Source: an optimization exercise on an open RTL-to-GDS flow (aim: small area, a short achievable clock period and few clock cycles per item). Production flows keep margins and buffers that such runs may drop. Only simulation tests tie the RTL to the original design; equivalence was not proved. No activity file was given, so power comes from the tool's default toggle rates.

// ex_stage
module ex_stage
#(
  parameter int unsigned WIDTH = 32
) (
  input  logic             clk,
  input  logic             rst,
  input  logic             in_valid,
  output logic             in_ready,
  input  logic [3:0]       operation,
  input  logic [WIDTH-1:0] op_a,
  input  logic [WIDTH-1:0] op_b,
  input  logic [4:0]       shamt,
  input  logic [4:0]       rd,
  input  logic             reg_write,
  input  logic             stall_in,
  input  logic             flush,
  output logic             out_valid,
  output logic [WIDTH-1:0] result,
  output logic             zero,
  output logic [4:0]       out_rd,
  output logic             out_reg_write,
  output logic             busy
);
clock: 10.0 ns
lec_check: 0
abc_area: 1
abc_clock_period_in_ps: 4000
cap_margin: 20
core_margin: 2
core_utilization: 40
setup_slack_margin: 5
slew_margin: 20
synth_hierarchical: 1
run.sh (not shown) runs the stock make flow with config.mk's settings and CLKGATE_MAP_FILE= SYNTH_SCRIPT=/design/flow/synth_recipe.tcl, a recipe that flattens the netlist after the stock synthesis.
The baseline finished clean.
Testbench counts at the start, summed over its fixed seeds: cycles 13,329, items 12,000.
Edit:
CORE_UTILIZATION = 60   (was 40)
- global-route usage is higher by 12 points
- final area decreases by 1.5%
- via count rises by 2.2%
- worst hold slack barely changes
- count of clock-buffer cells in the layout goes down by 1
- wire length shrinks by 6.1%
- clock skew goes up by 4.3 ps
Edit:
==> flow/flow/run.sh (new file) <==
#!/bin/bash
set -euo pipefail
bash standard.sh SETUP_SLACK_MARGIN=6 finish > flow_make.log 2>&1
==> flow/standard.sh (new file) <==
#!/bin/bash
# synth_recipe.tcl (not shown) runs the flow's synth.tcl, then flattens the netlist and writes it again
# the make line also repeats each setting of config.mk as NAME=value (left out here)
make -C /OpenROAD-flow-scripts/flow DESIGN_CONFIG=/design/flow/config.mk WORK_HOME=/design/flow/orfs CLKGATE_MAP_FILE= SYNTH_SCRIPT=/design/flow/synth_recipe.tcl "${@:-finish}"
CORE_UTILIZATION = 40   (was 60)
SETUP_SLACK_MARGIN = not set   (was 5)
removed: flow/run.sh
The changed run completed without violations.
Clock skew falls by 9.2 ps.
Flip-flop and latch count does not change.
Wire length climbs by a little under a tenth.
Combinational power goes up by about a fifth.
Setup slack loses 29 ps.
Edit:
==> flow/run.sh (new file) <==
#!/bin/bash
# synth_recipe.tcl (not shown) runs the flow's synth.tcl, then flattens the netlist and writes it again
# the make line also repeats each setting of config.mk as NAME=value (left out here)
make -C /OpenROAD-flow-scripts/flow DESIGN_CONFIG=/design/flow/config.mk WORK_HOME=/design/flow/orfs CLKGATE_MAP_FILE= SYNTH_SCRIPT=/design/flow/synth_recipe.tcl finish
SETUP_SLACK_MARGIN = 4   (was not set)
removed: flow/flow/run.sh
removed: flow/standard.sh
What happened: The new run ran to the end with no violations. Worst setup slack got worse by 750 ps. Core utilization goes down by 4.9 points. Wire length goes down by 2.7%. Die area stays the same. Critical path depth goes down by 12. Area after synthesis stays the same. Flip-flop and latch count does not change.

========
## run 1
ex_stage, a different RTL version from the one above (not shown whole).
For scale: about 2,400 cells after synthesis, about 160 flip-flops, about 130 I/O pins, roughly 20,000 um2 of cells after synthesis.
Design ex_stage, start of the top module:
module ex_stage
#(
  parameter int unsigned WIDTH = 32
) (
  input  logic             clk,
  input  logic             rst,
  input  logic             in_valid,
  output logic             in_ready,
  input  logic [3:0]       operation,
  input  logic [WIDTH-1:0] op_a,
  input  logic [WIDTH-1:0] op_b,
  input  logic [4:0]       shamt,
  input  logic [4:0]       rd,
  input  logic             reg_write,
  input  logic             stall_in,
  input  logic             flush,
  output logic             out_valid,
  output logic [WIDTH-1:0] result,
  output logic             zero,
  output logic [4:0]       out_rd,
  output logic             out_reg_write,
  output logic             busy
);
  logic v0_q, v1_q;
  logic hold1_s, ld1_s, ld0_s;
  assign hold1_s  = v1_q & stall_in;
  assign ld1_s    = ~hold1_s;
  assign ld0_s    = ~(v0_q & hold1_s);
  assign in_ready = ld0_s;
  always_ff @(posedge clk) begin
    if (!rst || flush) begin
      v0_q <= 1'b0;
      v1_q <= 1'b0;
    end else begin
      if (ld0_s) v0_q <= in_valid;
      if (ld1_s) v1_q <= v0_q;
    end
  end
  logic op_mul, op_sll, op_srl, op_shift, op_sub, op_slt, op_useb;
  assign op_mul   = (operation == OP_MUL);
  assign op_sll   = (operation == OP_SLL);
  assign op_srl   = (operation == OP_SRL);
  assign op_shift = op_sll | op_srl;
  assign op_sub   = (operation == OP_SUB);
  assign op_slt   = (operation == OP_SLT);
  assign op_useb  = (operation == OP_ADD) | op_sub | op_slt | (operation == OP_AND) |
                    (operation == OP_OR) | (operation == OP_XOR) | (operation == OP_NOR);
  logic [31:0] a0_q;
  logic [11:0] one0_q, two0_q, neg0_q;
  logic        l_shift, l_other, l_mul, l_raw, l_hold;
  assign l_hold  = ~ld0_s;
  assign l_shift = ld0_s & op_shift;
  assign l_other = ld0_s & ~op_shift;
  assign l_mul   = ld0_s & op_mul;
  assign l_raw   = ld0_s & ~op_mul & ~op_shift;
  ...
Settings: LEC_CHECK=0, ABC_AREA=1, CAP_MARGIN=20, CORE_MARGIN=2, CORE_UTILIZATION=40, CTS_BUF_LIST=sky130_fd_sc_hd__clkbuf_8, PLACE_DENSITY=0.82, SETUP_SLACK_MARGIN=5, SLEW_MARGIN=20, SYNTH_HIERARCHICAL=1; clock period 10.0 ns.
standard.sh (not shown) runs the stock make flow with config.mk's settings and CLKGATE_MAP_FILE= SYNTH_SCRIPT=/design/flow/synth_recipe.tcl, a recipe that flattens the netlist after the stock synthesis.
==> flow/flow/run.sh <==
#!/bin/bash
# The standard layout; the port buffers use the smallest buffer cell
# (every input and output port still gets its own buffer).
set -euo pipefail
bash standard.sh "BUFFER_PORTS_ARGS=-buffer_cell sky130_fd_sc_hd__buf_1" finish > flow_make.log 2>&1
Run 1 finished end to end and its layout was clean on timing, DRC and antenna.
Testbench counts of run 1, summed over its fixed seeds: cycles 13,329, items 12,000.
Input changes introduced in run 2 (baseline for comparison: run 1):
Settings: PLACE_DENSITY: 0.82 -> 0.72; SETUP_SLACK_MARGIN: 5 -> unset.
==> flow/flow/run.sh <==
#!/bin/bash
# The standard layout, with two changes to how it is made (the clock period
# and constraints are the design's):
#  - the port buffers use the smallest buffer cell (every input and output
#    port still gets its own buffer);
#  - the timing repair aims for a setup margin of 5.25 ns instead of 5.
set -euo pipefail
bash standard.sh SETUP_SLACK_MARGIN=5.25 "BUFFER_PORTS_ARGS=-buffer_cell sky130_fd_sc_hd__buf_1" finish > flow_make.log 2>&1
- Run 2 finished every stage and its layout cleared the timing, DRC and antenna checks.
- Per the comparison of run 2 with run 1, combined global-route utilization of all metal layers rose by 3.6 points, post-route clock skew stayed essentially flat, worst setup slack rose by 270 ps.
- Clock-buffer cell count is lower on run 1
- Comparing run 1 with run 2, the part of the total power dissipated in combinational logic came out essentially unchanged.
Modified inputs, run 3 compared to run 2
==> flow/flow/run.sh <==
#!/bin/bash
# The standard layout; the port buffers use the smallest buffer cell
# (every input and output port still gets its own buffer).
set -euo pipefail
bash standard.sh SETUP_SLACK_MARGIN=5.25 "BUFFER_PORTS_ARGS=-buffer_cell sky130_fd_sc_hd__buf_1" finish > flow_make.log 2>&1
### Flow results
First-iteration DRC count: run 3 vs run 2 identical. Reported for run 2 and run 3, synthesized cell count turned out identical to the last digit. Re clock period minus worst slack: no difference whatsoever between run 3 and run 2. Run 3: PASS, flow complete, no timing, DRC or antenna violations. Worst-case hold slack came out exactly the same in run 2 and run 3. Final cell count: run 3 vs run 2 identical. The ratio of cells with drive above 1 in the final layout on run 2 is in line with that on run 3. Run 2 -> run 3: number of pins exceeding their max-slew limit in the final report delta 0, exact match. [compare] base=run 2 new=run 3: via count of the first global-routing pass has remained practically unchanged, final cell area excluding filler cells has remained practically unchanged. Area after synthesis essentially unchanged between run 2 and run 3.
Inputs modified between run 3 and run 4:
--- a/flow/flow/run.sh
+++ b/flow/flow/run.sh
@@ -5 +5 @@
-bash standard.sh SETUP_SLACK_MARGIN=5.25 "BUFFER_PORTS_ARGS=-buffer_cell sky130_fd_sc_hd__buf_1" finish > flow_make.log 2>&1
+bash standard.sh SETUP_SLACK_MARGIN=5.5 "BUFFER_PORTS_ARGS=-buffer_cell sky130_fd_sc_hd__buf_1" finish > flow_make.log 2>&1
Notes after the runs:
- Every run in the comparison, run 3 and run 4, completed the flow with a clean layout.
- Taking run 3 as the reference, in run 4 number of antenna violations at the first check in global routing up 1, die area comparable, count of buffers added by post-CTS timing repair for setup went up 60, total detailed-routing wirelength +5.9%, non-clock buffer count grew by 62%.
- Comparing run 3 and run 4, the higher area of the multi-input gates is on run 4.
diff inputs: run 4 => run 5
Settings: PLACE_DENSITY no longer set, was 0.72; SETUP_SLACK_MARGIN now 5, previously not set.
--- a/flow/flow/run.sh
+++ b/flow/flow/run.sh
@@ -5 +5 @@
-bash standard.sh SETUP_SLACK_MARGIN=5.5 "BUFFER_PORTS_ARGS=-buffer_cell sky130_fd_sc_hd__buf_1" finish > flow_make.log 2>&1
+bash standard.sh "BUFFER_PORTS_ARGS=-buffer_cell sky130_fd_sc_hd__buf_1" finish > flow_make.log 2>&1
Run 5 finished every step from synthesis to the final layout, and the layout passed the timing, DRC and antenna checks. Taking run 4 as the reference, in run 5 multi-input gate count was more or less identical; wire length went down by 4600 um; first-pass GRT wire length went down by 3000 um. Looking at cell type of the slowest stage on the worst timing path, the sky130_fd_sc_hd__fa_2 result is from run 4; the sky130_fd_sc_hd__dfxtp_1 one comes from run 5.

## port drivers added, routing unchanged
The results above use ideal ports. As a check the final layouts listed here were re-extracted and re-timed, cells and wires unchanged.
Step 1, drivers: a clkbuf_16 drives clk and a buf_2 each remaining input, both assumed.
Step 2 adds t to the input delays and takes it off the output delays; t is the mean of the earliest and latest rising clock arrival at the registers after step 1. Input paths then give back, and output paths get back, about the clock's delay inside the block.
Slacks: ideal ports / drivers / drivers and shift; pairs: ideal ports / drivers.
| run | t, ns | setup WS [ns] | clock arrival spread, ns | cell pins on the clock port's net |
|---|---|---|---|---|
| the first run of note 1 | 0.504 | 4.957 / 4.957 / 4.957 | 0.017 / 0.017 | 1 |
| the second run of note 1 | 0.481 | 4.983 / 4.983 / 4.983 | 0.022 / 0.022 | 1 |
| the third run of note 1 | 0.487 | 4.954 / 4.954 / 4.954 | 0.011 / 0.011 | 1 |
| the fourth run of note 1 | 0.507 | 4.203 / 4.181 / 4.181 | 0.023 / 0.024 | 1 |
| run 1 | 0.568 | 4.974 / 4.974 / 4.747 | 0.021 / 0.021 | 1 |
| run 2 | 0.544 | 5.249 / 5.222 / 4.911 | 0.020 / 0.019 | 1 |
| run 3 | 0.544 | 5.249 / 5.222 / 4.911 | 0.020 / 0.019 | 1 |
| run 4 | 0.574 | 5.499 / 5.450 / 5.038 | 0.023 / 0.023 | 1 |
| run 5 | 0.553 | 4.931 / 4.931 / 4.680 | 0.024 / 0.024 | 1 |
After both steps setup and hold are still met in every run listed. For run 4, which loses most, drivers alone change the setup slack by -0.049 ns; drivers and shift together by -0.461 ns.
